Background: an optimization exercise with open tools, aiming at small area, a short achievable clock period and few clock cycles. Do not read the settings as production practice. The RTL was checked by simulation tests, not by an equivalence proof against the original design. Power figures rest on the tool's default switching activity, not on a simulated workload.

==> flow/design.v <==
`timescale 1ns/100ps
`default_nettype none
module operand_store (
	input  logic                        clk,
	input  logic                        rst,
	input  logic [8-1:0]       mat_we,    
	input  logic                        vec_we,
	input  logic [8-1:0]       wr_col,    
	input  logic [8-1:0]      wr_data,
	input  logic                        start,     
	input  logic [3:0]                  start_n,   
	input  logic                        f_v,
	input  logic [2:0]                  f_row,
	input  logic                        f_half,
	input  logic [15:0]                 f_sel,     
	output logic [8-1:0]       mrow_ok,   
	output logic                        op_v,
	output logic                        op_h,
	output logic [4*8-1:0]    op_mat,    
	output logic [4*13-1:0]             op_vec     
);
	logic [8-1:0] mat [8*8];
	logic [8-1:0] vec [8];
	logic [8-1:0] vsnap [8];
	logic                   vec_ok;
	logic [8-1:0]  vcol_ok;   
	always_ff @(posedge clk or negedge rst)
	begin
		if (!rst)
		begin
			mrow_ok <= '0;
			vec_ok  <= 1'b0;
		end
		else
		begin
			mrow_ok <= mrow_ok | mat_we;
			if (vec_we)
				vec_ok <= 1'b1;
		end
	end
	always_ff @(posedge clk)
	begin
		for (int r = 0; r < 8; r++)
			for (int c = 0; c < 8; c++)
				if (mat_we[r] && (wr_col[c] || !mrow_ok[r]))
					mat[r*8+c] <= wr_col[c] ? wr_data : '0;
		for (int c = 0; c < 8; c++)
			if (vec_we && (wr_col[c] || !vec_ok))
				vec[c] <= wr_col[c] ? wr_data : '0;
	end
	always_ff @(posedge clk)
	begin
		if (start)
			for (int c = 0; c < 8; c++)
				vcol_ok[c] <= vec_ok && (4'(c) < start_n);
	end
	always_ff @(posedge clk)
	begin
		for (int c = 0; c < 8; c++)
			if (start)
				vsnap[c] <= vec[c];
	end
	always_ff @(posedge clk or negedge rst)
	begin
		if (!rst)
			op_v <= 1'b0;
		else
			op_v <= f_v;
	end
	logic [8-1:0] vsel [4];
	logic [12:0]            vdig [4];
	always_comb
	begin
		for (int k = 0; k < 4; k++)
		begin
			logic [8:0] b;
			vsel[k] = vcol_ok[{f_half, 2'(k)}] ? vsnap[{f_half, 2'(k)}] : '0;
			b = {vsel[k], 1'b0};
			for (int i = 0; i < 4; i++)
			begin
				vdig[k][i]   = b[2*i+1] ^ b[2*i];                                           
				vdig[k][4+i] = (b[2*i+2] & ~b[2*i+1] & ~b[2*i]) | (~b[2*i+2] & b[2*i+1] & b[2*i]);  
				vdig[k][8+i] = b[2*i+2] & ~(b[2*i+1] & b[2*i]);                              
			end
			vdig[k][12] = b[8];
		end
	end
	logic [8-1:0] mat_rd [4];
	always_comb
	begin
		for (int k = 0; k < 4; k++)
		begin
			mat_rd[k] = '0;
			for (int i = 0; i < 16; i++)
				mat_rd[k] = mat_rd[k] | (mat[i*4+k] & {8{f_sel[i]}});
		end
	end
	always_ff @(posedge clk)
	begin
		op_h   <= f_half;
		for (int k = 0; k < 4; k++)
		begin
			op_mat[k*8 +: 8] <= mat_rd[k];
			op_vec[k*13 +: 13] <= vdig[k];
		end
	end
endmodule
`default_nettype wire
`timescale 1ns/100ps
`default_nettype none
module mul_cs (
	input  logic [7:0]              a,
	input  logic [12:0]             bd,    
	output logic [18-1:0]  s,
	output logic [18-1:0]  c
);
	logic [4:0][18-1:0] r;
	logic [8:0]                  ax;     
	logic [8:0]                  m;
	logic [18-1:0]      l1s, l1c, l2s, l2c;
	always_comb
	begin
		ax = {1'b0, a};
		r  = '0;
		for (int i = 0; i < 4; i++)
		begin
			for (int j = 0; j < 9; j++)
				m[j] = ((bd[i] & ax[j]) | (bd[4+i] & ((j == 0) ? 1'b0 : ax[j-1]))) ^ bd[8+i];
			r[i] = 18'({~bd[8+i], m}) << (2*i);
			if (i > 0)
				r[i][2*i-2] = bd[8+i-1];        
		end
		r[4] = 18'(a & {8{bd[12]}}) << 8;
		r[4][6] = bd[11];
		l1s = r[0] ^ r[1] ^ r[2];
		l1c = ((r[0] & r[1]) | (r[0] & r[2]) | (r[1] & r[2])) << 1;
		l2s = l1s ^ l1c ^ r[3];
		l2c = ((l1s & l1c) | (l1s & r[3]) | (l1c & r[3])) << 1;
		s   = l2s ^ l2c ^ r[4];
		c   = ((l2s & l2c) | (l2s & r[4]) | (l2c & r[4])) << 1;
	end
endmodule
module csa9 (
	input  logic [7:0][20-1:0] x,
	input  logic [20-1:0]      k,
	output logic [20-1:0]      s,
	output logic [20-1:0]      c
);
	logic [5:0][20-1:0] l1;
	logic [3:0][20-1:0] l2;
	logic [2:0][20-1:0] l3;
	always_comb
	begin
		l1[0] = x[0] ^ x[1] ^ x[2];
		l1[1] = ((x[0] & x[1]) | (x[0] & x[2]) | (x[1] & x[2])) << 1;
		l1[2] = x[3] ^ x[4] ^ x[5];
		l1[3] = ((x[3] & x[4]) | (x[3] & x[5]) | (x[4] & x[5])) << 1;
		l1[4] = x[6] ^ x[7] ^ k;
		l1[5] = ((x[6] & x[7]) | (x[6] & k) | (x[7] & k)) << 1;
		l2[0] = l1[0] ^ l1[1] ^ l1[2];
		l2[1] = ((l1[0] & l1[1]) | (l1[0] & l1[2]) | (l1[1] & l1[2])) << 1;
		l2[2] = l1[3] ^ l1[4] ^ l1[5];
		l2[3] = ((l1[3] & l1[4]) | (l1[3] & l1[5]) | (l1[4] & l1[5])) << 1;
		l3[0] = l2[0] ^ l2[1] ^ l2[2];
		l3[1] = ((l2[0] & l2[1]) | (l2[0] & l2[2]) | (l2[1] & l2[2])) << 1;
		l3[2] = l2[3];
		s = l3[0] ^ l3[1] ^ l3[2];
		c = ((l3[0] & l3[1]) | (l3[0] & l3[2]) | (l3[1] & l3[2])) << 1;
	end
endmodule
module add_pp #(
	parameter int W = 20
) (
	input  logic [W-1:0] x,
	input  logic [W-1:0] y,
	output logic [W-1:0] z
);
	localparam int L = 5;  
	logic [L:0][W-1:0] g;
	logic [L:0][W-1:0] p;
	always_comb
	begin
		g[0] = x & y;
		p[0] = x ^ y;
		for (int l = 0; l < L; l++)
			for (int i = 0; i < W; i++)
				if (i >= (1 << l))
				begin
					g[l+1][i] = g[l][i] | (p[l][i] & g[l][i - (1 << l)]);
					p[l+1][i] = p[l][i] & p[l][i - (1 << l)];
				end
				else
				begin
					g[l+1][i] = g[l][i];
					p[l+1][i] = p[l][i];
				end
		z[0] = p[0][0];
		for (int i = 1; i < W; i++)
			z[i] = p[0][i] ^ g[L][i-1];
	end
endmodule
module proc_element (
	input  logic                        clk,
	input  logic                        rst,
	input  logic                        flush,
	input  logic                        op_v,
	input  logic                        op_h,
	input  logic [4*8-1:0]    op_mat,
	input  logic [4*13-1:0]             op_vec,
	output logic                        a_v,
	output logic                        a_h,
	output logic [20-1:0]       a_sum      
);
	logic [3:0][18-1:0] ps;
	logic [3:0][18-1:0] pc;
	logic [3:0][18-1:0] ps_q;
	logic [3:0][18-1:0] pc_q;
	logic                   v1, h1;
	logic [7:0][20-1:0] x;
	logic [20-1:0]   s2, c2;
	logic [20-1:0]   s2_q, c2_q;
	logic [18-1:0] acc;
	for (genvar k = 0; k < 4; k++)
	begin : g_mul
		mul_cs u_mul (
			.a (op_mat[k*8 +: 8]),
			.bd (op_vec[k*13 +: 13]),
			.s (ps[k]),
			.c (pc[k])
		);
	end
	always_ff @(posedge clk or negedge rst)
	begin
		if (!rst)
			v1 <= 1'b0;
		else
			v1 <= op_v & ~flush;
	end
	always_ff @(posedge clk)
	begin
		h1   <= op_h;
		ps_q <= ps;
		pc_q <= pc;
	end
	always_comb
	begin
		for (int k = 0; k < 4; k++)
		begin
			x[2*k]   = 20'(ps_q[k]);
			x[2*k+1] = 20'(pc_q[k]);
		end
	end
	csa9 u_csa9 (.x(x), .k(20'hD5800), .s(s2), .c(c2));
	always_ff @(posedge clk or negedge rst)
	begin
		if (!rst)
			a_v <= 1'b0;
		else
			a_v <= v1 & ~flush;
	end
	always_ff @(posedge clk)
	begin
		a_h   <= h1;
		s2_q  <= s2;
		c2_q  <= c2;
	end
	logic [18-1:0] h_sum;
	logic [18-1:0] h1_sum;
	add_pp #(.W(18)) u_add0 (.x(s2_q[18-1:0]), .y(c2_q[18-1:0]), .z(h_sum));
	always_ff @(posedge clk)
	begin
		if (a_v && !a_h)
			acc <= h_sum;
		h1_sum <= h_sum;
	end
	add_pp #(.W(20)) u_add (.x(20'(acc)), .y(20'(h1_sum)), .z(a_sum));
endmodule
`default_nettype wire
`timescale 1ns/100ps
`default_nettype none
module seq_ctrl (
	input  logic                   clk,
	input  logic                   rst,
	input  logic                   cmd_req,
	input  logic [17-1:0]  cmd,
	input  logic                   a_v,
	input  logic                   a_h,
	input  logic                   o_free,    
	output logic                   cmd_ack,
	output logic [8-1:0]  mat_we,    
	output logic                   vec_we,
	output logic [8-1:0]  wr_col,    
	output logic [8-1:0] wr_data,
	output logic                   start,
	output logic [3:0]             start_n,   
	output logic                   f_v,
	output logic [2:0]             f_row,
	output logic                   f_half,
	output logic [15:0]            f_sel,     
	input  logic [8-1:0]  mrow_ok,   
	output logic                   flush,
	output logic                   commit,
	output logic                   load,      
	output logic [2:0]             c_row      
);
	logic [17-1:0] cq;       
	logic [8-1:0] cq_col;   
	logic [2:0]            wr_row;
	logic                  pend;     
	logic [1:0]            op;
	logic [3:0]            rn;
	logic                  cq_run;   
	logic                  run_ok;
	logic                  apply;
	logic                  mhaz;
	logic                  busy;     
	logic                  fa;       
	logic [2:0]            rf;       
	logic                  hf;       
	logic [2:0]            nm1;      
	logic [2:0]            rc;       
	logic                  free;     
	logic                  fa_n, hf_n;
	logic [2:0]            rf_n, rc_n;
	logic                  qv;       
	logic [3:0]            qn;       
	logic                  qgo;      
	assign op     = cq[16:15];
	assign rn     = cq[4:1];
	assign run_ok = cq_run;
	assign wr_row  = cq[14:12];
	assign wr_col  = cq_col;
	assign wr_data = cq[8:1];
	assign mhaz  = busy && ({wr_row, cq[11]} > {rc, 1'b0});
	assign free  = !busy || (commit && (rc == nm1));
	assign qgo   = qv && free;
	assign apply = pend && !((op == 2'd0) && (qv ? !(qgo && ({wr_row, cq[11]} == 4'd0)) : mhaz))
	                    && !((op == 2'd1) && qv && !qgo)
	                    && !(run_ok && qv);
	always_ff @(posedge clk or negedge rst)
	begin
		if (!rst)
		begin
			mat_we <= '0;
			vec_we <= 1'b0;
		end
		else
		begin
			for (int r = 0; r < 8; r++)
				mat_we[r] <= apply && (op == 2'd0) && (wr_row == 3'(r));
			vec_we <= apply && (op == 2'd1);
		end
	end
	assign start   = qgo || (apply && run_ok && free);
	assign start_n = qv ? qn : rn;
	assign commit = a_v & a_h & o_free;
	assign flush  = a_v & a_h & ~o_free;
	assign f_v    = fa & ~flush;
	assign f_row  = rf;
	assign f_half = hf;
	always_ff @(posedge clk or negedge rst)
	begin
		if (!rst)
			load <= 1'b0;
		else
			load <= commit;
	end
	always_ff @(posedge clk)
	begin
		c_row <= rc;
	end
	always_ff @(posedge clk)
	begin
		if (!pend)
		begin
			cq <= cmd;
			cq_run <= (cmd[16:15] == 2'd2) && (cmd[4:1] != 4'd0) && (cmd[4:1] <= 4'(8));
			for (int c = 0; c < 8; c++)
				cq_col[c] <= (cmd[11:9] == 3'(c));
		end
	end
	always_ff @(posedge clk or negedge rst)
	begin
		if (!rst)
		begin
			cmd_ack <= 1'b0;
			pend    <= 1'b0;
		end
		else
		begin
			if (cmd_ack)
				cmd_ack <= cmd_req;
			else if (cmd_req && !pend)
				cmd_ack <= 1'b1;
			if (pend)
				pend <= !apply;
			else
				pend <= cmd_req && !cmd_ack;
		end
	end
	always_ff @(posedge clk or negedge rst)
	begin
		if (!rst)
		begin
			busy <= 1'b0;
			fa   <= 1'b0;
			qv   <= 1'b0;
		end
		else
		begin
			if (qgo)
				qv <= 1'b0;
			else if (apply && run_ok && !free)
				qv <= 1'b1;
			if (start)
				busy <= 1'b1;
			else if (commit && (rc == nm1))
				busy <= 1'b0;
			fa <= fa_n;
		end
	end
	always_comb
	begin
		if (flush || start)
			fa_n = 1'b1;
		else if (fa && hf && (rf == nm1))
			fa_n = 1'b0;
		else
			fa_n = fa;
		if (flush)
		begin
			rf_n = rc;      
			hf_n = 1'b1;
		end
		else if (start)
		begin
			rf_n = 3'd0;
			hf_n = 1'b0;
		end
		else
		begin
			hf_n = ~hf;
			rf_n = rf + {2'd0, hf};
		end
		if (start)
			rc_n = 3'd0;
		else if (commit)
			rc_n = rc + 3'd1;
		else
			rc_n = rc;
	end
	always_ff @(posedge clk)
	begin
		rf <= rf_n;
		hf <= hf_n;
		for (int i = 0; i < 16; i++)
			f_sel[i] <= ({rf_n, hf_n} == 4'(i)) && mrow_ok[i/2];
		rc <= rc_n;
		if (!qv)
			qn <= rn;
		if (start)
			nm1 <= 3'(start_n - 4'd1);
	end
endmodule
`default_nettype wire
`timescale 1ns/100ps
`default_nettype none
module result_buffer (
	input  logic                    clk,
	input  logic                    rst,
	input  logic                    load,      
	input  logic [2:0]              row,
	input  logic [20-1:0]   value,
	input  logic                    res_ack,
	output logic                    o_free,    
	output logic                    res_req,
	output logic [23-1:0]   res        
);
	logic held;    
	logic res_req_n, held_n;
	always_comb
	begin
		if (res_req)
			res_req_n = ~res_ack;
		else
			res_req_n = ~res_ack & (held | load);
		held_n = ~res_req & res_ack & (held | load);
	end
	assign o_free = ~res_req_n & ~held_n;
	always_ff @(posedge clk or negedge rst)
	begin
		if (!rst)
		begin
			res_req <= 1'b0;
			held    <= 1'b0;
		end
		else
		begin
			res_req <= res_req_n;
			held    <= held_n;
		end
	end
	always_ff @(posedge clk)
	begin
		if (load)
			res <= {row, value};
	end
endmodule
`default_nettype wire
`timescale 1ns/100ps
`default_nettype none
module mvm_top (
	input  logic                   clk,
	input  logic                   rst,
	input  logic                   cmd_req,
	input  logic [17-1:0]  cmd,      
	input  logic                   res_ack,
	output logic                   cmd_ack,
	output logic                   res_req,
	output logic [23-1:0]  res       
);
	logic [8-1:0]     mat_we;
	logic                      vec_we;
	logic [8-1:0]     wr_col;
	logic [8-1:0]    wr_data;
	logic                      start;
	logic [3:0]                start_n;
	logic                      f_v;
	logic [2:0]                f_row;
	logic                      f_half;
	logic [15:0]               f_sel;
	logic [8-1:0]     mrow_ok;
	logic                      flush;
	logic                      commit;
	logic                      load;
	logic                      op_v;
	logic                      op_h;
	logic [4*8-1:0]  op_mat;
	logic [4*13-1:0]           op_vec;
	logic                      a_v;
	logic                      a_h;
	logic [2:0]                c_row;
	logic [20-1:0]     a_sum;
	logic                      o_free;
	seq_ctrl u_seq_ctrl (
		.clk     (clk),
		.rst     (rst),
		.cmd_req (cmd_req),
		.cmd     (cmd),
		.a_v     (a_v),
		.a_h     (a_h),
		.o_free  (o_free),
		.cmd_ack (cmd_ack),
		.mat_we  (mat_we),
		.vec_we  (vec_we),
		.wr_col  (wr_col),
		.wr_data (wr_data),
		.start   (start),
		.start_n (start_n),
		.f_v     (f_v),
		.f_row   (f_row),
		.f_half  (f_half),
		.f_sel   (f_sel),
		.mrow_ok (mrow_ok),
		.flush   (flush),
		.commit  (commit),
		.load    (load),
		.c_row   (c_row)
	);
	operand_store u_operand_store (
		.clk     (clk),
		.rst     (rst),
		.mat_we  (mat_we),
		.vec_we  (vec_we),
		.wr_col  (wr_col),
		.wr_data (wr_data),
		.start   (start),
		.start_n (start_n),
		.f_v     (f_v),
		.f_row   (f_row),
		.f_half  (f_half),
		.f_sel   (f_sel),
		.mrow_ok (mrow_ok),
		.op_v    (op_v),
		.op_h    (op_h),
		.op_mat  (op_mat),
		.op_vec  (op_vec)
	);
	proc_element u_proc_element (
		.clk    (clk),
		.rst    (rst),
		.flush  (flush),
		.op_v   (op_v),
		.op_h   (op_h),
		.op_mat (op_mat),
		.op_vec (op_vec),
		.a_v    (a_v),
		.a_h    (a_h),
		.a_sum  (a_sum)
	);
	result_buffer u_result_buffer (
		.clk     (clk),
		.rst     (rst),
		.load    (load),
		.row     (c_row),
		.value   (a_sum),
		.res_ack (res_ack),
		.o_free  (o_free),
		.res_req (res_req),
		.res     (res)
	);
endmodule
`default_nettype wire
==> flow/run.sh <==
#!/bin/bash
# synth_recipe.tcl (not shown) runs the flow's synth.tcl, then flattens the netlist and writes it again
# the make line also repeats each setting of config.mk as NAME=value (left out here)
make -C /OpenROAD-flow-scripts/flow DESIGN_CONFIG=/design/flow/config.mk WORK_HOME=/design/flow/orfs CLKGATE_MAP_FILE= SYNTH_SCRIPT=/design/flow/synth_recipe.tcl finish
==> flow/config.mk <==
export PLATFORM = sky130hd
export DESIGN_NAME = mvm_top
export DESIGN_NICKNAME = mvm_top
export VERILOG_FILES = /design/flow/design.v
export SDC_FILE = /design/flow/constraint.sdc
export NUM_CORES = 4
export LEC_CHECK = 0
export ABC_CLOCK_PERIOD_IN_PS = 1500
export CAP_MARGIN = 20
export CORE_MARGIN = 2
export CORE_UTILIZATION = 75
export CTS_CLUSTER_DIAMETER = 80
export CTS_CLUSTER_SIZE = 25
export SETUP_SLACK_MARGIN = 4.55
export SLEW_MARGIN = 20
==> flow/constraint.sdc <==
create_clock -name core_clock -period 7.0 [get_ports {clk}]
set_input_delay 1.4000 -clock core_clock [delete_from_list [all_inputs] [get_ports {clk}]]
set_output_delay 1.4000 -clock core_clock [all_outputs]
set_load 0.01 [all_outputs]
==> results of run 1 <==
[state kept, by name (all words and copies together), names as in the netlist, 3 cells and up]
signal and flops:
u_seq_ctrl.rf 3, u_operand_store.op_vec 52, u_proc_element.acc 18, u_seq_ctrl.rc 3, u_seq_ctrl.cq_col 8, u_operand_store.vsnap 64, u_seq_ctrl.mat_we 8, u_operand_store.vcol_ok 8
u_proc_element.s2_q 18, u_seq_ctrl.f_sel 16, u_seq_ctrl.cq 14, u_operand_store.mrow_ok 8, u_seq_ctrl.nm1 3, u_proc_element.pc_q 52, u_seq_ctrl.qn 4, u_proc_element.ps_q 64
u_operand_store.op_mat 32, u_proc_element.c2_q 16, u_operand_store.vec 64, u_proc_element.h1_sum 18, u_seq_ctrl.c_row 3, u_result_buffer.res 22, u_operand_store.mat 512
[worst max-delay path by stage]
stage                            start                     endpoint  slack (ps)  cells after the start
2_1_floorplan                  res_ack   u_operand_store.vcol_ok[0]        4480                      4
3_3_place_gp                   res_ack  u_operand_store.vsnap[1][4]        3640                      5
3_5_place_dp                   res_ack  u_operand_store.vsnap[1][6]        3610                      5
4_1_cts        u_result_buffer.res_req                      res_req        4270                      1
5_1_grt        u_proc_element.pc_q[15]      u_proc_element.s2_q[15]        4300                      6
6_report       u_proc_element.pc_q[15]      u_proc_element.s2_q[15]        4330                      6
[cells by family (layout without fill, tap and decap cells)]
kind of cell / count (synthesis) / after routing / synth area share, %
muxes: 45 / 45 / 1.06
xor gates and xnor gates: 184 / 184 / 3.74
buffers and inverters: 316 / 400 / 2.77
AOI/OAI and AO/OA: 573 / 573 / 10.7
and+or+nand+nor: 439 / 439 / 5.43
adders and majority gates: 298 / 298 / 11.6
other: 1 / 6 / 0.00871
DFF: 1028 / 1028 / 64.7
[synth_stat cells (all sizes together) (9+ instances only)]
cell type,n
edfxtp,714
dfxtp,285
xnor2,172
fa,169
inv,167
clkbuf,135
a22o,129
ha,129
a221oi,128
a22oi,112
and2,105
nor2,97
nand2,79
a21boi,77
mux2i,41
nor3,38
a21oi,34
nand4,33
dfrtp,29
o21ai,21
nor3b,20
a211oi,17
buf,14
xor2,12
and3b,11
or2,11
a21o,9
nand2b,9
[critical path, delay by kind of cell, from the launching register on]
kind / cells / cell delay [ps]
flops: 1 / 330
fa+ha+maj: 4 / 2120
buf+inv: 2 / 100
[area by class of cell]
| cell class | count | area share [%] |
|---|---|---|
| diodes | 5 | 0.0267 |
| flip-flops and latches | 1028 | 60.1 |
| inverters | 167 | 1.37 |
| repair inverters | 2 | 0.0480 |
| well taps | 756 | 2.02 |
| clock inverters | 6 | 0.200 |
| clock buffers | 83 | 2.93 |
| repair buffers | 142 | 2.32 |
| multi-input cells | 1540 | 31.0 |
[cell usage in the layout, fill, tap and decap left out, types with 8 or more instances in the layout]
cell type	count
clkbuf_1	33
nor2_1	97
xnor2_2	13
ha_1	127
a21boi_1	49
nand2b_1	9
fa_2	29
a21oi_1	28
nor3_1	35
xor2_1	12
and3b_1	11
inv_2	13
dfrtp_1	28
mux2i_1	40
a22oi_1	84
a21boi_2	23
buf_4	94
inv_1	153
o21ai_0	14
edfxtp_1	714
a221oi_1	128
dfxtp_4	52
a21o_1	9
xnor2_1	159
or2_2	11
dfxtp_2	71
dfxtp_1	162
fa_1	140
a211oi_1	16
clkdlybuf4s50_1	18
nand3_1	8
a22o_1	129
nand4_1	33
nor3b_1	20
a22oi_2	28
buf_2	23
clkbuf_16	50
and2_1	105
nand2_1	77
[per-stage QoR]
stage / hold slack, ps / std cells / worst slack, ps / utilization, %
3_5_place_dp: 315 / 3571 / 3610 / 78.2
5_1_grt: 347 / 3725 / 4300 / 82.8
4_1_cts: 344 / 3681 / 4270 / 81.6
2_1_floorplan: 310 / 2884 / 4480 / -
3_3_place_gp: 310 / 3570 / 3640 / 78.1
6_report: 341 / 3729 / 4330 / 82.8
[repair_timing]
| action | 4_1_cts | 5_1_grt |
|---|---|---|
| pin swaps | 49 | 67 |
| gates cloned | 2 | 0 |
| buffers inserted | 19 | 38 |
| gates resized for setup | 261 | 94 |
| setup endpoints to repair | 201 | 148 |
[power by group through the flow]
stage | Clock (mW) | Sequential, mW | Combinational [mW]
3_5_place_dp | 0 | 9.50 | 9.55
3_3_place_gp | 0 | 9.43 | 9.03
6_report | 3.22 | 9.50 | 10.1
4_1_cts | 3.22 | 9.40 | 9.91
2_1_floorplan | 0 | 8.68 | 6.80
5_1_grt | 3.41 | 9.57 | 11.3
[metal layers]
| layer | vias up | track usage [%] | share of wire, % |
|---|---|---|---|
| li1 | 10741 | - | - |
| met1 | 12646 | 48.0 | 35 |
| met2 | 1688 | 58.4 | 48 |
| met3 | 387 | 7.99 | 12 |
| met4 | 4 | 17.4 | 5.3 |
| met5 | - | 0.735 | 0.065 |
==> impl_metrics.json, run 1 <==
{
  "rsz0062_at_grt": "yes",
  "holdPathEnd": "u_proc_element.h1",
  "ys_seq_area_share_pct": 64.7,
  "synthFlopType": "edfxtp_1",
  "syn2layout_area_growth_pct": 8.90,
  "ys_top_cells_by_area": "edfxtp_1 (50%), dfxtp_1 (13%), fa_1 (7.9%), ha_1 (3.7%), xnor2_1 (3.5%)",
  "final_area_mm2": 0.0469,
  "required_ps": 7500,
  "antenna_found_initial": 5,
  "power_density_mw_per_mm2": 487,
  "p_sw_share_pct": 39.1,
  "hp-start": "u_operand_store.op_h",
  "initial_core_util_pct": 76.1,
  "numCtsBuffers": 48,
  "hp-class": "reg -> reg",
  "reg2reg_depth": 6,
  "synth_edf_count": 714,
  "num_io_pins": 46,
  "end_kind": "flop",
  "std_cell_rows": 87,
  "ys_types": 73,
  "yosysTopAreaCellShare_pct": 49.8,
  "die_area_mm2": 0.0593,
  "ff_latch_area_mm2": 0.0282,
  "grt_start_max_net_pins": 61,
  "cp-start-kind": "flop",
  "tightest_slew_ps": 1280,
  "grt_overflow": 0,
  "setup_viol": 0,
  "synth.avg_cell_area_um2": 14.9,
  "cts.sinks": 1028,
  "gp_congestion": 0.902,
  "crit_slowest_cell": "fa_2",
  "net-switching-power_mw": 8.93,
  "power.leakage_nw": 17.0,
  "track_usage_pct": 36.4,
  "dp_hpwl_um": 69400,
  "status": "complete, no violations",
  "synth_seq_cells": 1028,
  "cts_buffer_depth": 3,
  "power_frac_seq_pct": 41.6,
  "synth_top_cell_by_area": "edfxtp_1",
  "initialDrtViolationCount": 3380,
  "grt_pass1_wl_um": 158000,
  "cts_tree": "done",
  "syn_nets": 3203,
  "grt_pass1_vias": 25890,
  "p_total_mw": 22.8,
  "cp_max_fo": 1,
  "power.share.clock_pct": 14.1,
  "max_freq_ghz": 0.374,
  "ff2ff_setup_slack_ps": 4330,
  "syn_area_mm2": 0.0431,
  "critical_path_class": "reg -> reg",
  "power_frac_comb_pct": 44.3,
  "ir_drop_mv": 0.397,
  "maxCapViolCount": 0,
  "placed_area_mm2": 0.0443,
  "hold_depth": 0,
  "path_clk_slew_ps": 100,
  "drc_errors": 0,
  "root_buffer": "clkbuf_16",
  "yosysWarnings": 14,
  "period_share_pct": 38.2,
  "dr.pass1.iters": 6,
  "syn_inst": 2884,
  "ctsHoldBuffers": 0,
  "r2r-start": "u_proc_element.pc_q[15]",
  "rr_endpoint": "u_proc_element.s2_q[15]",
  "postRouteAntennaNets": 0,
  "slowest_delay_ps": 620,
  "die_h_um": 244,
  "hold_viol_final": 0,
  "critPathArrivalTime_ps": 3170,
  "final_nets": 3248,
  "fp.coreArea_mm2": 0.0566,
  "htree_levels": 2,
  "clk_latency_ps": 650,
  "drive_gt1_share_pct": 15.6,
  "fin_crit_ps": 2670,
  "fillers": 2872,
  "skew_ps": 35.8,
  "multi_input_area_mm2": 0.0146,
  "cpMostUsedCell": "fa_2",
  "final_max_slew_viol_count": 0,
  "die_x_um": 244,
  "internal_power_mw": 13.9,
  "io_buffers": 43,
  "route.vias.total": 25466,
  "wl_per_cell_um": 28.7,
  "routed_wirelength_um": 107000,
  "worstPathCellList": "fa_2 > fa_2 > inv_2 > fa_2 > inv_2 > fa_1",
  "synth-async-reset-ratio_pct": 2.82,
  "slew_headroom_pct": 14.7,
  "setup_tns_ps": 0,
  "vias_per_cell": 6.83
}
Testbench counts, summed over its fixed seeds: cycles 9,863.
==> run 2, diff against run 1 <==
--- a/flow/config.mk
+++ b/flow/config.mk
@@ -8,8 +8,8 @@
 export ABC_CLOCK_PERIOD_IN_PS = 1500
 export CAP_MARGIN = 20
 export CORE_MARGIN = 2
-export CORE_UTILIZATION = 75
+export CORE_UTILIZATION = 70
 export CTS_CLUSTER_DIAMETER = 80
 export CTS_CLUSTER_SIZE = 25
-export SETUP_SLACK_MARGIN = 4.55
+export SETUP_SLACK_MARGIN = 4.5
 export SLEW_MARGIN = 20
==> run 2 against run 1 <==
Sequential power decreased by 0.4%. Synthesized cell count unchanged. Largest cell class unchanged. Clock power hardly changed. Still clean on timing, DRC and antenna. Critical endpoint is now res[21]. Register-to-register slack gained 60 ps. Area after synthesis did not move. Clock skew up 4.8 ps. Critical path type is now reg -> out. Combinational power about the same.
==> impl_metrics.json, run 2 <==
{
  "synth_edf_count": 714,
  "fin_crit_ps": 2620,
  "htree_levels": 2,
  "status": "complete, no violations",
  "diodes": 0,
  "grt_overflow": 0,
  "fin_util_pct": 77.2,
  "placed_area_mm2": 0.0443,
  "crit_cells": 1,
  "syn_area_mm2": 0.0431,
  "std_cell_rows": 90,
  "hold_viol_final": 0,
  "required_ps": 5600,
  "rsz0062_at_grt": "yes",
  "root_buffer": "clkbuf_16",
  "cts.sinks": 1028,
  "die_h_um": 252,
  "die_x_um": 252,
  "layout_common_cells": "edfxtp_1 (714), dfxtp_1 (170), xnor2_1 (161), inv_1 (149), fa_1 (146)",
  "yosysMostFrequentCell": "edfxtp_1",
  "reg2reg_depth": 6,
  "crit_slowest_cell": "edfxtp_1",
  "power_density_mw_per_mm2": 485,
  "worstPathCellList": "buf_2",
  "path_clk_slew_ps": 100,
  "route.vias.total": 25021,
  "crit_family": "flip-flops",
  "synth.avg_cell_area_um2": 14.9,
  "skew_ps": 40.7,
  "final_nets": 3246,
  "dr.pass1.iters": 6,
  "gp_congestion": 0.891,
  "track_usage_pct": 33.7,
  "final_area_mm2": 0.0468,
  "period_share_pct": 37.5,
  "fillers": 3576,
  "initial_core_util_pct": 71.1,
  "clk_latency_ps": 640,
  "grt_pass1_vias": 25179,
  "die_area_mm2": 0.0635,
  "grt_start_max_net_pins": 38,
  "setup_viol": 0,
  "drive_gt1_share_pct": 15.1,
  "multi_input_area_mm2": 0.0145,
  "layout_commonest_cell": "edfxtp_1",
  "slew_headroom_pct": 16.6,
  "tightest_slew_ps": 1250,
  "numCtsBuffers": 48,
  "final_max_slew_viol_count": 0,
  "end_kind": "primary output",
  "cp_max_fo": 1,
  "synth_top_cell_by_area": "edfxtp_1",
  "postRouteAntennaNets": 0,
  "antenna_found_initial": 4,
  "syn_inst": 2884,
  "max_freq_ghz": 0.381,
  "ys_seq_area_share_pct": 64.7,
  "synth-async-reset-ratio_pct": 2.82,
  "cts_buffer_depth": 3,
  "grt_pass1_wl_um": 156000,
  "syn_nets": 3203,
  "critPathArrivalTime_ps": 1220,
  "whs_ps": 337,
  "yosysWarnings": 14,
  "hp-class": "reg -> reg",
  "wl_per_cell_um": 28.2,
  "io_buffers": 43,
  "synth_seq_cells": 1028,
  "power.leakage_nw": 16.9,
  "ff_latch_area_mm2": 0.0281,
  "maxCapViolCount": 0,
  "regMostFlops": "u_operand_store.mat",
  "ys_types": 73,
  "initialDrtViolationCount": 3326,
  "yosysTopAreaCellShare_pct": 49.8,
  "ys_top_cells_by_area": "edfxtp_1 (50%), dfxtp_1 (13%), fa_1 (7.9%), ha_1 (3.7%), xnor2_1 (3.5%)",
  "synth_common_cells": "edfxtp_1 (714), dfxtp_1 (285), xnor2_1 (172)",
  "ctsHoldBuffers": 0,
  "cp-start-kind": "flop",
  "syn2layout_area_growth_pct": 8.69,
  "routed_wirelength_um": 106000,
  "drc_errors": 0,
  "synthFlopType": "edfxtp_1",
  "ir_drop_mv": 0.409,
  "largest_register_ffs": 512,
  "hold_depth": 0,
  "num_io_pins": 46,
  "slowest_delay_ps": 420,
  "vias_per_cell": 6.68,
  "dp_hpwl_um": 69200,
  "critPathBufInv": 1,
  "critical_path_class": "reg -> out",
  "cts_tree": "done",
  "fp.coreArea_mm2": 0.0606,
  "setup_tns_ps": 0
}
## run 2: cell counts after synthesis
Identical to the previous run, type by type.
## run 2: final timing paths
check | startpoint | to | slack (ps)
worst min-delay path | u_operand_store.op_h | u_proc_element.h1 | 340
min in group asynchronous | rst | u_proc_element.v1 | 1130
worst min register to register | u_operand_store.op_h | u_proc_element.h1 | 340
max in group asynchronous | rst | u_seq_ctrl.pend | 5570
worst max register to register | u_proc_element.ps_q[8] | u_proc_element.s2_q[8] | 4390
worst max-delay path | u_result_buffer.res[21] | res[21] | 4380
## run 2: stage by stage
step           cells  worst slack [ps]  total power [mW]
2_1_floorplan   2884              4480              15.5
3_3_place_gp    3601              3670              18.6
3_5_place_dp    3601              3650              19.1
4_1_cts         3710              4350              22.5
5_1_grt         3748              4340              24.2
6_report        3748              4380              22.7
## run 2: repair_timing
| item | in CTS | in global routing |
|---|---|---|
| pin swaps | 47 | 40 |
| gates cloned | 4 | 0 |
| setup buffers | 16 | 37 |
| setup endpoints to repair | 180 | 186 |
| gates resized for setup | 237 | 102 |
## run 2: cell type report
| cell class | count | area share (%) |
|---|---|---|
| Tap cell | 782 | 2.09 |
| Clock inverter | 8 | 0.230 |
| Timing Repair inverter | 4 | 0.144 |
| Clock buffer | 81 | 2.83 |
| Timing Repair Buffer | 138 | 2.24 |
| Multi-Input combinational cell | 1540 | 31.0 |
| Sequential cell | 1028 | 60.0 |
| Inverter | 167 | 1.38 |
## run 2: cells by family (layout without fill, tap and decap cells)
family | after synthesis | count (layout) | synth area share (%)
simple gates | 439 | 439 | 5.43
mux | 45 | 45 | 1.06
other cells | 1 | 1 | 0.00871
fa+ha+maj | 298 | 298 | 11.6
flops | 1028 | 1028 | 64.7
xor+xnor | 184 | 184 | 3.74
compound gates | 573 | 573 | 10.7
buf+inv | 316 | 398 | 2.77
## run 2: where the power goes
part	total (mW)	leakage (nW)	internal, mW	switching (mW)
Sequential	9.46	9.33	8.24	1.22
Combinational	10.0	6.92	4.25	5.79
Clock	3.19	0.683	1.36	1.83
## run 2: metal layers
metal / vias up / GRT usage [%] / part of all wire [%]
li1: 10730 / - / -
met1: 12432 / 44.4 / 36
met2: 1509 / 55.6 / 48
met3: 346 / 7.26 / 12
met4: 4 / 13.3 / 5.0
met5: - / 0 / 0.026
==> run 3, diff against run 2 <==
--- a/flow/config.mk
+++ b/flow/config.mk
@@ -8,7 +8,7 @@
 export ABC_CLOCK_PERIOD_IN_PS = 1500
 export CAP_MARGIN = 20
 export CORE_MARGIN = 2
-export CORE_UTILIZATION = 70
+export CORE_UTILIZATION = 80
 export CTS_CLUSTER_DIAMETER = 80
 export CTS_CLUSTER_SIZE = 25
 export SETUP_SLACK_MARGIN = 4.5
==> run 3 against run 2 <==
Critical endpoint is now res[20]. Clock-buffer cell count fell by 1. Utilization up 9.5 points. Sequential share of layout area increased by 0.53 points. Synthesized cell count is the same. Still clean on timing, DRC and antenna. Flip-flop and latch count unchanged. Area after synthesis unchanged. Wire length is 5.8% higher. Clock power barely moved.
==> impl_metrics.json, run 3 <==
{
  "status": "complete, no violations",
  "ir_drop_mv": 0.367,
  "crit_slowest_cell": "edfxtp_1",
  "power_density_mw_per_mm2": 489,
  "synthSimpleGateAreaFrac_pct": 5.43,
  "grt_overflow": 0,
  "initialDrtViolationCount": 3820,
  "htree_levels": 2,
  "grt_pass1_vias": 26610,
  "cts_tree": "done",
  "maxCapViolCount": 0,
  "ys_types": 73,
  "cts.sinks": 1028,
  "highest-signal-layer": "met5",
  "yosysWarnings": 14,
  "die_h_um": 236,
  "critPathBufInv": 1,
  "fillers": 2297,
  "yosysMostFrequentCell": "edfxtp_1",
  "synth_top_family_by_area": "adder cells",
  "grt_start_max_net_pins": 41,
  "ys_seq_area_share_pct": 64.7,
  "std_cell_rows": 85,
  "worstPathCellList": "buf_6",
  "synthFlopType": "edfxtp_1",
  "wl_per_cell_um": 30.8,
  "final_max_slew_viol_count": 0,
  "dp_hpwl_um": 70600,
  "fin_crit_ps": 2630,
  "post-place-cells": 3502,
  "met3RoutedLength_um": 15300,
  "antenna_found_initial": 8,
  "route.vias.total": 26415,
  "tightest_slew_ps": 1320,
  "wl_met2_um": 52800,
  "syn2layout_area_growth_pct": 7.80,
  "syn_inst": 2884,
  "fin_util_pct": 86.8,
  "layout_common_cells": "edfxtp_1 (714), xnor2_1 (164), dfxtp_1 (163), inv_1 (155), fa_1 (149)",
  "slew_headroom_pct": 12.1,
  "synth_common_cells": "edfxtp_1 (714), dfxtp_1 (285), xnor2_1 (172)",
  "numCtsBuffers": 47,
  "synth_compound_area_share_pct": 10.7,
  "rsz0062_at_grt": "yes",
  "synth.avg_cell_area_um2": 14.9,
  "critPathArrivalTime_ps": 1230,
  "synthAdderAreaFrac_pct": 11.6,
  "grt_pass1_wl_um": 164000,
  "syn_area_mm2": 0.0431,
  "slowest_delay_ps": 430,
  "cts_buffer_depth": 3,
  "path_clk_slew_ps": 100,
  "dr.pass1.iters": 7,
  "synth-async-reset-ratio_pct": 2.82,
  "hold_viol_final": 0,
  "yosysTopAreaCellShare_pct": 49.8,
  "setup_viol": 0,
  "synthMuxAreaShare_pct": 1.06,
  "period_share_pct": 37.6,
  "skew_ps": 39.6,
  "clk_latency_ps": 660,
  "critical_path_class": "reg -> out",
  "setup_tns_ps": 0,
  "postRouteAntennaNets": 0,
  "required_ps": 5600,
  "vias_per_cell": 7.27,
  "final_nets": 3214,
  "synth_seq_cells": 1028,
  "routed_wirelength_um": 112000,
  "cp_max_fo": 1,
  "gp_congestion": 0.941,
  "cp-start-kind": "flop",
  "hp-class": "reg -> reg",
  "synth_xor_area_share_pct": 3.74,
  "largest_register_ffs": 512,
  "finalNonFillerCells": 3635,
  "num_io_pins": 46,
  "ys_top_cells_by_area": "edfxtp_1 (50%), dfxtp_1 (13%), fa_1 (7.9%), ha_1 (3.7%), xnor2_1 (3.5%)",
  "io_buffers": 43,
  "drc_errors": 0,
  "synth_edf_count": 714,
  "max_freq_ghz": 0.380,
  "root_buffer": "clkbuf_16",
  "initial_core_util_pct": 80.5,
  "die_x_um": 236,
  "regMostFlops": "u_operand_store.mat",
  "end_kind": "primary output",
  "drive_gt1_share_pct": 14.1,
  "die_area_mm2": 0.0557,
  "crit_family": "flip-flops",
  "synth_top_cell_by_area": "edfxtp_1",
  "fp.coreArea_mm2": 0.0535,
  "track_usage_pct": 40.3,
  "power.leakage_nw": 16.7,
  "wl_met1_um": 36100,
  "layout_commonest_cell": "edfxtp_1",
  "syn_nets": 3203
}
## run 3: what timing repair did
action	in CTS	in global routing
gates resized for setup	231	98
hold buffers	0	0
endpoints found under the setup margin	181	172
pin swaps	55	31
cloned	1	0
buffers inserted	11	26
## run 3: final timing paths
kind                                      endpoint  cells past startpoint  slack [ps]               startpoint
min in group asynchronous     u_seq_ctrl.mat_we[6]                      2        1130                      rst
min                              u_proc_element.h1                      0         330     u_operand_store.op_h
max reg2reg                 u_proc_element.s2_q[9]                      6        4440   u_proc_element.ps_q[9]
min reg2reg                      u_proc_element.h1                      0         330     u_operand_store.op_h
max in group asynchronous  u_result_buffer.res_req                      2        5560                      rst
max                                        res[20]                      1        4370  u_result_buffer.res[20]
## run 3: routing by layer
layer	up-vias	track usage, %
met2	2227	64.9
met4	8	21.6
met1	12880	50.1
li1	10688	-
met5	-	0
met3	612	11.6
## run 3: area by class of cell
| cell class | instances | area, um2 | share of cell area (%) |
|---|---|---|---|
| Antenna cell | 7 | 17.5 | 0.0377 |
| Clock buffer | 80 | 1330 | 2.87 |
| Clock inverter | 6 | 52.6 | 0.113 |
| Inverter | 167 | 643 | 1.39 |
| Multi-Input combinational cell | 1540 | 14500 | 31.3 |
| Sequential cell | 1028 | 28100 | 60.6 |
| Tap cell | 696 | 871 | 1.88 |
| Timing Repair Buffer | 110 | 841 | 1.81 |
| Timing Repair inverter | 1 | 16.3 | 0.0350 |
## run 3: where the power goes
part | internal, mW | switching, mW | total [mW] | leakage [nW]
clock | 1.32 | 1.84 | 3.17 | 0.661
sequential | 8.24 | 1.32 | 9.56 | 9.34
combinational | 4.16 | 5.83 | 9.99 | 6.72
## run 3: cells by family (layout without fill, tap and decap cells)
family	count (synthesis)	in the layout
compound gates	573	573
xor+xnor	184	184
fa+ha+maj	298	298
buf+inv	316	364
flops	1028	1028
mux	45	45
other cells	1	8
simple gates	439	439
## run 3: through the flow
step / hold slack [ps] / setup WS, ps / power [mW] / area [um2]
2_1_floorplan: 310 / 4480 / 15.5 / 43100
3_3_place_gp: 311 / 3610 / 18.4 / 44000
4_1_cts: 336 / 4370 / 22.3 / 45800
3_5_place_dp: 314 / 3540 / 18.9 / 44100
5_1_grt: 344 / 4360 / 24.0 / 46400
6_report: 335 / 4370 / 22.7 / 46400
==> run 4, diff against run 3 <==
--- a/flow/config.mk
+++ b/flow/config.mk
@@ -8,8 +8,8 @@
 export ABC_CLOCK_PERIOD_IN_PS = 1500
 export CAP_MARGIN = 20
 export CORE_MARGIN = 2
-export CORE_UTILIZATION = 80
-export CTS_CLUSTER_DIAMETER = 80
-export CTS_CLUSTER_SIZE = 25
+export CORE_UTILIZATION = 75
+export CTS_CLUSTER_DIAMETER = 90
+export CTS_CLUSTER_SIZE = 30
 export SETUP_SLACK_MARGIN = 4.5
 export SLEW_MARGIN = 20
==> run 4 against run 3 <==
Synthesized cell count is the same. Worst hold slack gained 2.1 ps. Register-to-register slack lost 60 ps. Cell area shrank 0.59%. First-iteration DRC count shrank 13%. Area after synthesis is the same.
==> impl_metrics.json, run 4 <==
{
  "fp.coreArea_mm2": 0.0566,
  "initial_core_util_pct": 76.1,
  "slowest_delay_ps": 580,
  "num_io_pins": 46,
  "initialDrtViolationCount": 3335,
  "ys_types": 73,
  "ff2ff_setup_slack_ps": 4380,
  "die_area_mm2": 0.0593,
  "critical_path_class": "reg -> reg",
  "met1_usage_pct": 47.7,
  "power.leakage_nw": 16.6,
  "antenna_found_initial": 4,
  "dr.pass1.iters": 6,
  "hold_viol_final": 0,
  "vias_per_cell": 6.86,
  "cp_max_fo": 1,
  "io_buffers": 43,
  "required_ps": 7570,
  "root_buffer": "clkbuf_16",
  "grt_pass1_wl_um": 156000,
  "critPathBufInv": 2,
  "worstPathCellList": "fa_1 > fa_1 > inv_2 > fa_1 > inv_2 > fa_2",
  "final_nets": 3206,
  "routed_wirelength_um": 104000,
  "crit_slowest_cell": "fa_1",
  "yosysTopAreaCellShare_pct": 49.8,
  "fin_crit_ps": 2620,
  "power_frac_comb_pct": 44.0,
  "htree_levels": 2,
  "syn_area_mm2": 0.0431,
  "net-switching-power_mw": 8.68,
  "clk_latency_ps": 620,
  "wl_per_cell_um": 28.4,
  "cts_buffer_depth": 3,
  "final_max_slew_viol_count": 0,
  "power_density_mw_per_mm2": 481,
  "skew_ps": 29.6,
  "cts.sinks": 1028,
  "hp-class": "reg -> reg",
  "max_freq_ghz": 0.382,
  "cts_tree": "done",
  "grt_use_met3_pct": 7.63,
  "grt_start_max_net_pins": 58,
  "synth-async-reset-ratio_pct": 2.82,
  "maxCapViolCount": 0,
  "crit_family": "adder cells",
  "end_kind": "flop",
  "setup_viol": 0,
  "period_share_pct": 37.4,
  "ys_top_cells_by_area": "edfxtp_1 (50%), dfxtp_1 (13%), fa_1 (7.9%), ha_1 (3.7%), xnor2_1 (3.5%)",
  "setup_tns_ps": 0,
  "layout_commonest_cell": "edfxtp_1",
  "drc_errors": 0,
  "ir_drop_mv": 0.500,
  "syn2layout_area_growth_pct": 7.17,
  "route.vias.total": 25233,
  "cp-start-kind": "flop",
  "synth_common_cells": "edfxtp_1 (714), dfxtp_1 (285), xnor2_1 (172)",
  "yosysWarnings": 14,
  "rsz0062_at_grt": "yes",
  "synth_top_cell_by_area": "edfxtp_1",
  "power.share.clock_pct": 13.0,
  "synth_seq_cells": 1028,
  "tightest_slew_ps": 1270,
  "critPathArrivalTime_ps": 3190,
  "die_h_um": 244,
  "numCtsBuffers": 40,
  "p_sw_share_pct": 39.1,
  "synth_edf_count": 714,
  "grt_overflow": 0,
  "grtUsageMet2_pct": 57.7,
  "power_frac_seq_pct": 43.0,
  "syn_nets": 3203,
  "die_x_um": 244,
  "finalNonFillerCells": 3677,
  "ys_seq_area_share_pct": 64.7,
  "layout_common_cells": "edfxtp_1 (714), xnor2_1 (167), dfxtp_1 (165), inv_1 (152), fa_1 (147)",
  "synthFlopType": "edfxtp_1",
  "largest_register_ffs": 512,
  "track_usage_pct": 35.6,
  "internal_power_mw": 13.5,
  "std_cell_rows": 87,
  "dp_hpwl_um": 68600,
  "postRouteAntennaNets": 0,
  "fillers": 2971,
  "syn_inst": 2884,
  "path_clk_slew_ps": 110,
  "status": "complete, no violations",
  "drive_gt1_share_pct": 13.4,
  "slew_headroom_pct": 15.0,
  "grt_pass1_vias": 25329,
  "yosysMostFrequentCell": "edfxtp_1",
  "post-place-cells": 3574,
  "cpMostUsedCell": "fa_1",
  "busiest_layer": "met2",
  "regMostFlops": "u_operand_store.mat",
  "synth.avg_cell_area_um2": 14.9,
  "gp_congestion": 0.892
}
[run 4: cell counts after synthesis]
Identical to the previous run, type by type.
[run 4: per-layer routing]
| metal | part of all wire, % | up-vias |
|---|---|---|
| met5 | 0.022 | - |
| met4 | 4.9 | 4 |
| met3 | 12 | 368 |
| met2 | 48 | 1747 |
| met1 | 35 | 12468 |
| li1 | - | 10646 |
[run 4: layout make-up]
type,count,area [um2],share of cell area [%]
Clock inverter,5,46.3,0.100
Inverter,167,643,1.39
Antenna cell,3,7.51,0.0163
Timing Repair Buffer,109,831,1.80
Clock buffer,68,1140,2.46
Timing Repair inverter,1,16.3,0.0352
Tap cell,756,946,2.05
Multi-Input combinational cell,1540,14400,31.2
Sequential cell,1028,28100,60.9
[run 4: power by group through the flow]
stage	Clock, mW	Combinational (mW)	Sequential, mW
after floorplan	0	6.80	8.68
after global placement	0	9.02	9.48
after detailed placement	0	9.35	9.54
after CTS	2.88	9.58	9.43
after global routing	3.08	11.0	9.62
final	2.88	9.77	9.53
[run 4: timing repair]
item / in CTS / in global routing
pin swaps: 49 / 46
hold buffers: 0 / 0
setup endpoints to repair: 182 / 183
gates cloned: 1 / 0
setup buffers: 11 / 15
resized for setup: 213 / 103
[run 4: cell families (layout without fill, tap and decap cells)]
family / after synthesis / in the layout / synth area share [%]
flops: 1028 / 1028 / 64.7
compound gates: 573 / 573 / 10.7
simple gates: 439 / 439 / 5.43
buf+inv: 316 / 350 / 2.77
fa+ha+maj: 298 / 298 / 11.6
xor+xnor: 184 / 184 / 3.74
mux: 45 / 45 / 1.06
other cells: 1 / 4 / 0.00871
[run 4: final timing paths]
kind,start,to,cells past startpoint
worst min register to register,u_operand_store.op_h,u_proc_element.h1,0
max in group asynchronous,rst,u_result_buffer.res_req,2
worst max-delay path,u_proc_element.pc_q[50],u_proc_element.s2_q[14],6
min in group asynchronous,rst,u_proc_element.a_v,2
worst min-delay path,u_operand_store.op_h,u_proc_element.h1,0
worst max register to register,u_proc_element.pc_q[50],u_proc_element.s2_q[14],6
[run 4: metrics by stage]
step | power, mW | util (%) | setup slack [ps] | instance area, um2 | hold slack (ps)
6_report | 22.2 | 81.5 | 4380 | 46100 | 337
3_5_place_dp | 18.9 | 78.2 | 3620 | 44300 | 319
3_3_place_gp | 18.5 | 78.1 | 3650 | 44200 | 310
4_1_cts | 21.9 | 80.7 | 4390 | 45700 | 337
5_1_grt | 23.7 | 81.5 | 4330 | 46100 | 349
2_1_floorplan | 15.5 | - | 4480 | 43100 | 310

==> static timing again, ports no longer ideal <==
The flow's constraints put no driver on any port. The routed layouts listed below were extracted and timed again, unchanged, in two steps. Step 1 (the two cells are an assumption about what drives the block):
set clk [get_ports {clk}]
set_driving_cell -lib_cell sky130_fd_sc_hd__clkbuf_16 $clk
set_driving_cell -lib_cell sky130_fd_sc_hd__buf_2 [delete_from_list [all_inputs] $clk]
Step 2 times the ports against the registers' clock, not the clock port: input delays grow and output delays shrink by t, the midpoint of the rising clock arrivals with the driver on. Three values: ideal ports, drivers, drivers and shift; two values: the first two.
| run | shift t [ns] | slack for setup (ns) | worst slew at a driven data input, ns | pins driven straight from the clock port |
|---|---|---|---|---|
| run 1 | 0.700 | 4.329 / 4.323 / 3.950 | 0.07 | 1 |
| run 2 | 0.686 | 4.376 / 4.313 / 4.106 | 0.06 | 1 |
| run 3 | 0.703 | 4.371 / 4.306 / 3.911 | 0.05 | 1 |
| run 4 | 0.669 | 4.381 / 4.362 / 3.952 | 0.06 | 1 |
After both steps setup and hold are still met in every run listed. The setup slack of run 3, which loses most, moves by -0.065 ns with the drivers and by -0.460 ns with both steps.
